Source: an optimization exercise on an open RTL-to-GDS flow (aim: small area, a short achievable clock period and few clock cycles per item). Production flows keep margins and buffers that such runs may drop.
At most, simulation tests tie the RTL to the original design; equivalence was not proved.
Power is estimated from default activity; no workload was simulated.

Design echo_median_distance_filter_unit, start of the top module:
module echo_median_distance_filter_unit #(
  parameter int WINDOW = 5
) (
  input  logic                 clk,
  input  logic                 rst,
  input  logic                 in_valid,
  output logic                 in_stall,
  input  logic [DUR_W-1:0]     echo_duration_us,
  output logic                 out_valid,
  input  logic                 out_stall,
  output logic [DIST_W-1:0]    distance_q8,
  output logic                 found,
  output logic [COUNT_W-1:0]   kept_count,
  input  logic                 cfg_valid,
  output logic                 cfg_ready,
  input  logic [CFG_IDX_W-1:0] cfg_index,
  input  logic [31:0]          cfg_data
);
Size: about 210 flip-flops, roughly 81 I/O pins, ~12,000 um^2 of cells after synthesis.
clock: 7.0 ns
lec_check: 0
cap_margin: 20
core_margin: 2
core_utilization: 40
setup_slack_margin: 4.4
slew_margin: 20
standard.sh (not shown) runs the stock make flow with config.mk's settings and CLKGATE_MAP_FILE= SYNTH_SCRIPT=/design/flow/synth_recipe.tcl, a recipe that flattens the netlist after the stock synthesis.
==> flow/flow/run.sh <==
#!/bin/bash
# Standard layout (the standard.sh: standard synthesis, ORFS floorplan to finish), with
# one change: the port buffers are sky130_fd_sc_hd__buf_2 instead of the cell buffer_ports
# picks by default (clkdlybuf4s50_1, a delay cell). Every port still gets its buffer.
set -euo pipefail
bash standard.sh BUFFER_PORTS_ARGS="-buffer_cell sky130_fd_sc_hd__buf_2" finish > standard_flow.log 2>&1
Edit:
Settings changed: SETUP_SLACK_MARGIN 4.4 to 4.6.
The changed run passed the timing, DRC and antenna checks.
Sequential power hardly moves.
Via count climbs by 1.7%.
Synthesized cell count does not change.
Clock skew fell by 0.0041 ns.
Power climbs by 1.6%.
Hold slack is better by 0.0075 ns.
Synthesized area does not change.
Non-clock buffer count is higher by 20.
No functional check of the RTL was part of any run of this note.

---

alpha:
echo_median_distance_filter_unit, a different RTL version from the one above (not shown whole).
Size in the first run: roughly 180 flip-flops, about 81 I/O pins, roughly 0.011 sq mm of cells after synthesis.
make LEC_CHECK=0 CAP_MARGIN=20 CORE_MARGIN=2 CORE_UTILIZATION=40 SETUP_SLACK_MARGIN=4.3 SLEW_MARGIN=20 finish   # period 7.0 ns
run.sh (not shown) runs the stock make flow with config.mk's settings and CLKGATE_MAP_FILE= SYNTH_SCRIPT=/design/flow/synth_recipe.tcl, a recipe that flattens the netlist after the stock synthesis.
Stock flow here: none of the scripts above is used.
Looking at the reports, alpha completed the entire flow and the layout it produced met the timing, DRC and antenna checks.
The inputs of beta differ from those of alpha as listed below.
- SETUP_SLACK_MARGIN changed from 4.3 to 3.8
## What came out
- Relative to alpha, final core utilization has decreased by 3.2 points in beta.
- Comparing alpha against beta, there is no change at all in synthesized cell count.
- The higher minimum period implied by the final worst setup slack came out of alpha.
- Comparing wire length of the first global-routing pass for alpha and beta, the bigger number came from beta.
- Re synthesized area: no difference whatsoever between beta and alpha.
- Any difference in wire length between beta and alpha is small enough to ignore.
- The standard cells in beta occupy less silicon area than those in alpha do.
- Comparing alpha and beta, met3 usage in global routing is lower on alpha.
No functional check of the RTL was part of any run of this note.

---

## oak
echo_median_distance_filter_unit, a different RTL version from the one above (not shown whole).
Size in the first run: roughly 1,200 cells after synthesis, roughly 81 I/O pins, about 11,000 µm² of cells after synthesis.
clock: 7.0 ns
lec_check: 0
cap_margin: 20
core_margin: 2
core_utilization: 60
setup_slack_margin: 4.2
slew_margin: 20
standard.sh (not shown) runs the stock make flow with config.mk's settings and CLKGATE_MAP_FILE= SYNTH_SCRIPT=/design/flow/synth_recipe.tcl, a recipe that flattens the netlist after the stock synthesis.
Scripts as last shown in full above: flow/flow/run.sh
Both conditions hold for oak: the flow ran to the end and the final layout passed the timing, DRC and antenna checks.
Testbench counts of oak, summed over its fixed seeds: cycles 8,208, items 1,600.
Changes in pine relative to oak:
Settings: CORE_UTILIZATION changed from 60 to 40.
Notes after the runs:
The final layout from pine, which completed every stage, passed the timing, DRC and antenna checks at the end of the flow. Looking at end point of the critical path, the acc_c[8]$_DFF_P_ result is from oak; the prod_mid[7]$_DFFE_PP_ one comes from pine. Total count of max-transition violations in the final report across pine and oak: no real change. Any difference in combinational power between pine and oak is small enough to ignore. Taking oak as the reference, in pine final wirelength +2.4%, number of cells on the critical path -3, setup slack +6.9 ps. Non-clock buffer total of the final layout of pine exceeds that of oak by a few percent. Total number of sequential cells came out exactly the same in pine and oak. Diff oak -> pine | final cell count | up by a little under 10%. Power: pine draws more than oak.
Relative to pine, the following input files were edited for birch:
Settings: swapping 4.2 for 3.9 in SETUP_SLACK_MARGIN.
==> flow/run.sh (new file) <==
#!/bin/bash
# synth_recipe.tcl (not shown) runs the flow's synth.tcl, then flattens the netlist and writes it again
# the make line also repeats each setting of config.mk as NAME=value (left out here)
make -C /OpenROAD-flow-scripts/flow DESIGN_CONFIG=/design/flow/config.mk WORK_HOME=/design/flow/orfs CLKGATE_MAP_FILE= SYNTH_SCRIPT=/design/flow/synth_recipe.tcl finish
removed: flow/flow/run.sh
removed: flow/standard.sh
==> notes.md <==
- In the metrics for birch and pine, the one carrying the higher transition at the pin with the smallest max-transition slack is birch.
- Looking at worst vdd rail ir drop, birch sits below pine.
- prod_mid[7]$_DFFE_PP_ as the termination of the worst setup path was reported by pine, and acc_s[2]$_DFFE_PP_ by birch.
- Going from pine to birch, reported net switching power shrank slightly.
- Sequential share of layout area: birch and pine compared, higher one is pine
- The design area of pine and that of birch are within noise of each other.
- | worst setup slack | birch vs pine | worse |
- Diff pine..birch | global-route usage | negligible
- In the final design statistics, birch uses fewer standard cells in total than pine.
- Looking at critical path class, the reg -> reg result is from pine; the in -> reg one comes from birch.
- As far as critical path depth goes, pine and birch are indistinguishable; the numbers are identical.
### birch -> maple
Settings: swapping 3.9 for 4.4 in SETUP_SLACK_MARGIN.
==> flow/flow/run.sh (new file) <==
#!/bin/bash
# Standard layout (the standard.sh: standard synthesis, ORFS floorplan to finish), with
# one change: the port buffers are sky130_fd_sc_hd__buf_2 instead of the cell buffer_ports
# picks by default (clkdlybuf4s50_1, a delay cell). Every port still gets its buffer.
set -euo pipefail
bash standard.sh BUFFER_PORTS_ARGS="-buffer_cell sky130_fd_sc_hd__buf_2" finish > standard_flow.log 2>&1
==> flow/standard.sh (new file) <==
#!/bin/bash
# synth_recipe.tcl (not shown) runs the flow's synth.tcl, then flattens the netlist and writes it again
# the make line also repeats each setting of config.mk as NAME=value (left out here)
make -C /OpenROAD-flow-scripts/flow DESIGN_CONFIG=/design/flow/config.mk WORK_HOME=/design/flow/orfs CLKGATE_MAP_FILE= SYNTH_SCRIPT=/design/flow/synth_recipe.tcl "${@:-finish}"
removed: flow/run.sh
The end point of the critical path comes out acc_s[2]$_DFFE_PP_ in one run and prod_mid[7]$_DFFE_PP_ in the other, namely in birch and maple respectively.
| total power draw | maple vs birch | worse |
maple ended up with a higher final non-filler cell total than birch did.
Changes observed in maple relative to birch: clock-cell share of area saw a decrease; final number of max-transition violations about even; final weighted congestion of routability-driven global placement has increased; peak fanout along the critical path decreased by 15 relative to the old numbers.
Placed cell count came out exactly the same in birch and maple.
Looking at met2 track demand over resource, maple sits 0.82 points above birch.
birch → maple: placed instance area went down by 2.3%; hold slack went down by 3.7 ps; cell depth of the worst hold path was more or less identical.
For cedar, these inputs were changed with respect to maple:
Settings: SETUP_SLACK_MARGIN: 4.4 -> 4.2.
==> flow/flow/run.sh <==
#!/bin/bash
# Standard layout (the standard.sh: standard synthesis, ORFS floorplan to finish), with
# two changes: the port buffers are sky130_fd_sc_hd__buf_2 instead of the cell buffer_ports
# picks by default (clkdlybuf4s50_1, a delay cell), and timing repair may resize a cell to
# any cell of the same function (MATCH_CELL_FOOTPRINT=0). Every port still gets its buffer.
set -euo pipefail
bash standard.sh BUFFER_PORTS_ARGS="-buffer_cell sky130_fd_sc_hd__buf_2" MATCH_CELL_FOOTPRINT=0 finish > standard_flow.log 2>&1
### Flow results
cedar | stages: all done | timing, DRC, antenna: all pass. Instance count after placement with tap cells included across cedar and maple: no real change. Summary of cedar over maple: routed wire length lower; met3 usage roughly the same.

---

Setup of run A:
echo_median_distance_filter_unit, a different RTL version from the one above (not shown whole).
Size: roughly 1,300 cells after synthesis, about 170 flip-flops, about 12,000 sq um of cells after synthesis.
clock: 7.0 ns
lec_check: 0
cap_margin: 20
core_margin: 2
core_utilization: 40
setup_slack_margin: 4.2
slew_margin: 20
run.sh (not shown) runs the stock make flow with config.mk's settings and CLKGATE_MAP_FILE= SYNTH_SCRIPT=/design/flow/synth_recipe.tcl, a recipe that flattens the netlist after the stock synthesis.
Stock flow here: none of the scripts above is used.
Both conditions hold for run A: the flow ran to the end and the final layout passed the timing, DRC and antenna checks.
### run A -> run B
Settings: ABC_CLOCK_PERIOD_IN_PS now 2500, previously not set.
--- outcome ---
- Run A → run B: number of endpoints with negative hold slack in the final report level, clock buffer count has remained practically unchanged, area taken by multi-input logic gates saw little to no change, count of mapped cells out of synthesis roughly the same, number of non-filler instances in the completed layout barely changed.
- On combinational power, run A tracks run B almost exactly.
- Diff run B..run A | number of stages on the worst setup path | unchanged
- Reported for run B and run A, count of buffers not belonging to the clock network in the layout turned out identical to the last digit.
- Comparing run B against run A, there is no change at all in overall power after layout.
- From run A to run B, residual overflow from global routing did not move at all.
No functional check of the RTL was part of any run of this note.

---

RTL: one of the versions met above, not the one the previous note started from.
Size in the first run: ~1200 cells after synthesis, roughly 190 flip-flops, ~81 I/O pins.
clock: 7.0 ns
lec_check: 0
cap_margin: 20
core_margin: 2
core_utilization: 40
cts_cluster_diameter: 80
cts_cluster_size: 40
setup_slack_margin: 4.2
slew_margin: 20
standard.sh (not shown) runs the stock make flow with config.mk's settings and CLKGATE_MAP_FILE= SYNTH_SCRIPT=/design/flow/synth_recipe.tcl, a recipe that flattens the netlist after the stock synthesis.
==> flow/flow/run.sh <==
#!/bin/bash
# Standard layout (the standard.sh: standard synthesis, ORFS floorplan to finish), with
# one change: the port buffers are sky130_fd_sc_hd__buf_2 instead of the cell buffer_ports
# picks by default (clkdlybuf4s50_1, a delay cell). Every port still gets its buffer.
set -euo pipefail
bash standard.sh BUFFER_PORTS_ARGS="-buffer_cell sky130_fd_sc_hd__buf_2" finish > standard_flow.log 2>&1
Testbench counts at the start, summed over its fixed seeds: cycles 8,208, items 1,600.
Next try:
==> flow/run.sh (new file) <==
#!/bin/bash
# synth_recipe.tcl (not shown) runs the flow's synth.tcl, then flattens the netlist and writes it again
# the make line also repeats each setting of config.mk as NAME=value (left out here)
make -C /OpenROAD-flow-scripts/flow DESIGN_CONFIG=/design/flow/config.mk WORK_HOME=/design/flow/orfs CLKGATE_MAP_FILE= SYNTH_SCRIPT=/design/flow/synth_recipe.tcl finish
- CTS_CLUSTER_DIAMETER: 80 -> default
- CTS_CLUSTER_SIZE: 40 -> default
- SETUP_SLACK_MARGIN: 4.2 -> 4.5
removed: flow/flow/run.sh
removed: flow/standard.sh
After rerunning: Clock skew is about the same. Power grows slightly. Via count goes up by a few percent. Sequential power barely changes. Maximum frequency is higher slightly. Utilization grows by 4.9 points. Routed wire length increases by a little under a tenth. Cell count climbs by a few percent. Final area goes up by roughly a tenth.
Next try:
==> flow/flow/run.sh (new file) <==
#!/bin/bash
# Standard layout (the standard.sh: standard synthesis, ORFS floorplan to finish), with
# one change: the port buffers are sky130_fd_sc_hd__buf_2 instead of the cell buffer_ports
# picks by default (clkdlybuf4s50_1, a delay cell). Every port still gets its buffer.
set -euo pipefail
bash standard.sh BUFFER_PORTS_ARGS="-buffer_cell sky130_fd_sc_hd__buf_2" finish > standard_flow.log 2>&1
==> flow/standard.sh (new file) <==
#!/bin/bash
# synth_recipe.tcl (not shown) runs the flow's synth.tcl, then flattens the netlist and writes it again
# the make line also repeats each setting of config.mk as NAME=value (left out here)
make -C /OpenROAD-flow-scripts/flow DESIGN_CONFIG=/design/flow/config.mk WORK_HOME=/design/flow/orfs CLKGATE_MAP_FILE= SYNTH_SCRIPT=/design/flow/synth_recipe.tcl "${@:-finish}"
- PLACE_DENSITY: default -> 0.75
- SETUP_SLACK_MARGIN: 4.5 -> 4.2
removed: flow/run.sh
Power came out lower by about 1.7%; via count shrinks by 1.7%; hold slack hardly moves; clock power is higher by about 10%; final cell count is lower by 4.0%; setup slack is worse by 130 ps; routed wire length shrinks by about 7%; count of clock-buffer cells in the layout went down by 2.
Next try:
==> flow/run.sh (new file) <==
#!/bin/bash
# synth_recipe.tcl (not shown) runs the flow's synth.tcl, then flattens the netlist and writes it again
# the make line also repeats each setting of config.mk as NAME=value (left out here)
make -C /OpenROAD-flow-scripts/flow DESIGN_CONFIG=/design/flow/config.mk WORK_HOME=/design/flow/orfs CLKGATE_MAP_FILE= SYNTH_SCRIPT=/design/flow/synth_recipe.tcl finish
- PLACE_DENSITY: 0.75 -> default
removed: flow/flow/run.sh
removed: flow/standard.sh
After rerunning: First-iteration DRC count fell by about a fifth; final cell count is about the same; setup slack gains 94 ps; clock power hardly moves; design area came out higher by a few percent; routed wire length goes down slightly; synthesized area is unchanged; count of clock-buffer cells in the layout came out higher by 2; synthesized cell count stays the same; global-route usage rises by 0.23 points.

---

== 10-04 ==
echo_median_distance_filter_unit, a different RTL version from the one above (not shown whole).
Size: ~190 flip-flops.
==> flow/config.mk <==
export PLATFORM = sky130hd
export DESIGN_NAME = echo_median_distance_filter_unit
export DESIGN_NICKNAME = echo_median_distance_filter_unit
export VERILOG_FILES = /design/flow/design.v
export SDC_FILE = /design/flow/constraint.sdc
export NUM_CORES = 4
export LEC_CHECK = 0
export CAP_MARGIN = 20
export CORE_MARGIN = 2
export CORE_UTILIZATION = 40
export SETUP_SLACK_MARGIN = 4.2
export SLEW_MARGIN = 20
==> flow/constraint.sdc <==
create_clock -name core_clock -period 7.0 [get_ports {clk}]
set_input_delay 1.4000 -clock core_clock [delete_from_list [all_inputs] [get_ports {clk}]]
set_output_delay 1.4000 -clock core_clock [all_outputs]
set_load 0.01 [all_outputs]
==> flow/flow/run.sh <==
#!/bin/bash
# Standard layout (the standard.sh: standard synthesis, ORFS floorplan to finish), with
# one change: the port buffers are sky130_fd_sc_hd__buf_2 instead of the cell buffer_ports
# picks by default (clkdlybuf4s50_1, a delay cell). Every port still gets its buffer.
set -euo pipefail
bash standard.sh BUFFER_PORTS_ARGS="-buffer_cell sky130_fd_sc_hd__buf_2" finish > standard_flow.log 2>&1
10-04 closes out successfully: all stages finished, all timing, DRC and antenna checks passed.
Changes in 08-17 relative to 10-04:
- a change of SETUP_SLACK_MARGIN from 4.2 to 4.3
Notes after the runs:
08-17 vs. 10-04: cell area went up by about 2%. Between 08-17 and 10-04, the difference in diode insertion count for antenna repair is negligible. Taking 10-04 as the reference, in 08-17 final cell count increased 7; number of buffers other than clock buffers in the final layout saw an increase; power consumed by the clock network lower; first-iteration DRC count has decreased; routed metal-1 wire length shows no meaningful change. Re relative contribution of combinational cells to total power: 08-17 and 10-04 aren't equal, and the higher value belongs to 08-17. In 08-17, the global-route wire length before repair came out 930 um above the value in 10-04. Delta (08-17 minus 10-04): fraction of synthesized area in multiplexers ~0 delta, worst hold slack dropped 0.0058 ns.
No run of this note included a check of the RTL's function; only the layout flow was run.

---

Another version of the RTL of echo_median_distance_filter_unit (not shown whole).
Size in the first run: ~1,100 cells after synthesis, ~180 flip-flops, about 81 I/O pins, about 11,000 um2 of cells after synthesis.
Settings: LEC_CHECK=0, CAP_MARGIN=20, CORE_MARGIN=2, CORE_UTILIZATION=40, SETUP_SLACK_MARGIN=4.4, SLEW_MARGIN=20; clock period 7.0 ns.
run.sh (not shown) runs the stock make flow with config.mk's settings and CLKGATE_MAP_FILE= SYNTH_SCRIPT=/design/flow/synth_recipe.tcl, a recipe that flattens the netlist after the stock synthesis.
Stock flow here: none of the scripts above is used.
The baseline completed without violations.
==> next run, changes <==
SETUP_SLACK_MARGIN = 4.0   (was 4.4)
After rerunning: Global-route usage barely changes; via count shrinks by 1.4%; non-clock buffer count shrinks by 23; synthesized cell count stays the same.
No functional check of the RTL was part of any run of this note.

---

Another version of the RTL of echo_median_distance_filter_unit (not shown whole).
Size: roughly 1200 cells after synthesis, roughly 81 I/O pins, ~11000 um2 of cells after synthesis.
Design echo_median_distance_filter_unit, start of the top module:
module echo_median_distance_filter_unit #(
  parameter int WINDOW = 5
) (
  input  logic                 clk,
  input  logic                 rst,
  input  logic                 in_valid,
  output logic                 in_stall,
  input  logic [DUR_W-1:0]     echo_duration_us,
  output logic                 out_valid,
  input  logic                 out_stall,
  output logic [DIST_W-1:0]    distance_q8,
  output logic                 found,
  output logic [COUNT_W-1:0]   kept_count,
  input  logic                 cfg_valid,
  output logic                 cfg_ready,
  input  logic [CFG_IDX_W-1:0] cfg_index,
  input  logic [31:0]          cfg_data
);
clock: 7.0 ns
lec_check: 0
cap_margin: 20
core_margin: 2
core_utilization: 40
setup_slack_margin: 4.3
slew_margin: 20
standard.sh (not shown) runs the stock make flow with config.mk's settings and CLKGATE_MAP_FILE= SYNTH_SCRIPT=/design/flow/synth_recipe.tcl, a recipe that flattens the netlist after the stock synthesis.
Scripts as last shown in full above: flow/flow/run.sh
Edit:
Settings changed: SETUP_SLACK_MARGIN 4.3 to 4.2.
After rerunning: Wire length came out lower by 3.2%; setup slack loses 0.0079 ns; non-clock buffer count came out lower by 22; cell count goes down by 1.3%; total power falls by 0.56%; clock skew went up by 0.0049 ns; synthesized cell count is unchanged; global-route usage came out lower by 0.36 points; hold slack improves by 0.0086 ns.
No functional check of the RTL was part of any run of this note.

## what the ideal ports hide
The results above use ideal ports. As a check the final layouts listed here were re-extracted and re-timed, cells and wires unchanged.
Step 1 assumes that a clkbuf_16 drives the clock port and a buf_2 every other input.
Step 2 adds t to the input delays and takes it off the output delays; t is the mean of the earliest and latest rising clock arrival at the registers after step 1. Input paths then give back, and output paths get back, about the clock's delay inside the block.
a / b / c = no drivers / after step 1 / after step 2; a / b = the first two.
run | t (ns) | slack for setup (ns) | worst setup path at the end | latest minus earliest clock arrival (ns) | worst data-port slew with drivers (ns)
the first run of note 1 | 0.577 | 3.876 / 3.876 / 3.475 | input to register | 0.019 / 0.020 | 0.08
the second run of note 1 | 0.567 | 3.998 / 3.998 / 3.485 | input to register | 0.013 / 0.014 | 0.08
alpha | 0.477 | 3.854 / 3.854 / 3.411 | input to register | 0.013 / 0.014 | 0.06
beta | 0.484 | 3.859 / 3.859 / 3.404 | input to register | 0.011 / 0.011 | 0.04
oak | 0.475 | 4.246 / 4.246 / 3.961 | input to register | 0.016 / 0.016 | 0.03
pine | 0.485 | 4.253 / 4.253 / 3.939 | input to register | 0.013 / 0.013 | 0.03
birch | 0.482 | 3.980 / 3.998 / 3.516 | input to register | 0.012 / 0.012 | 0.03
maple | 0.482 | 4.290 / 4.290 / 4.042 | input to register | 0.013 / 0.013 | 0.03
cedar | 0.478 | 4.282 / 4.282 / 3.926 | input to register | 0.014 / 0.014 | 0.03
run A | 0.480 | 3.296 / 3.296 / 2.815 | input to register | 0.013 / 0.013 | 0.07
run B | 0.480 | 3.296 / 3.296 / 2.815 | input to register | 0.013 / 0.013 | 0.07
the first run of note 5 | 0.485 | 4.253 / 4.253 / 3.939 | input to register | 0.013 / 0.013 | 0.03
the second run of note 5 | 0.487 | 4.295 / 4.295 / 4.133 | input to register | 0.013 / 0.012 | 0.04
the third run of note 5 | 0.474 | 4.166 / 4.166 / 3.903 | input to register | 0.016 / 0.015 | 0.04
the fourth run of note 5 | 0.483 | 4.260 / 4.222 / 3.815 | input to register | 0.016 / 0.016 | 0.04
10-04 | 0.497 | 4.038 / 4.038 / 3.841 | input to register | 0.013 / 0.013 | 0.06
08-17 | 0.499 | 4.082 / 4.082 / 3.928 | input to register | 0.020 / 0.020 | 0.07
the first run of note 7 | 0.485 | 3.403 / 3.403 / 2.982 | input to register | 0.012 / 0.012 | 0.07
the second run of note 7 | 0.481 | 3.446 / 3.446 / 3.053 | input to register | 0.020 / 0.019 | 0.06
the first run of note 8 | 0.486 | 4.206 / 4.206 / 4.000 | input to register | 0.015 / 0.015 | 0.06
the second run of note 8 | 0.494 | 4.198 / 4.198 / 3.960 | input to register | 0.021 / 0.021 | 0.06
After both steps every run listed still meets setup and hold. The setup slack of the second run of note 1, which loses most, moves by 0.000 ns with the drivers and by -0.513 ns with both steps.
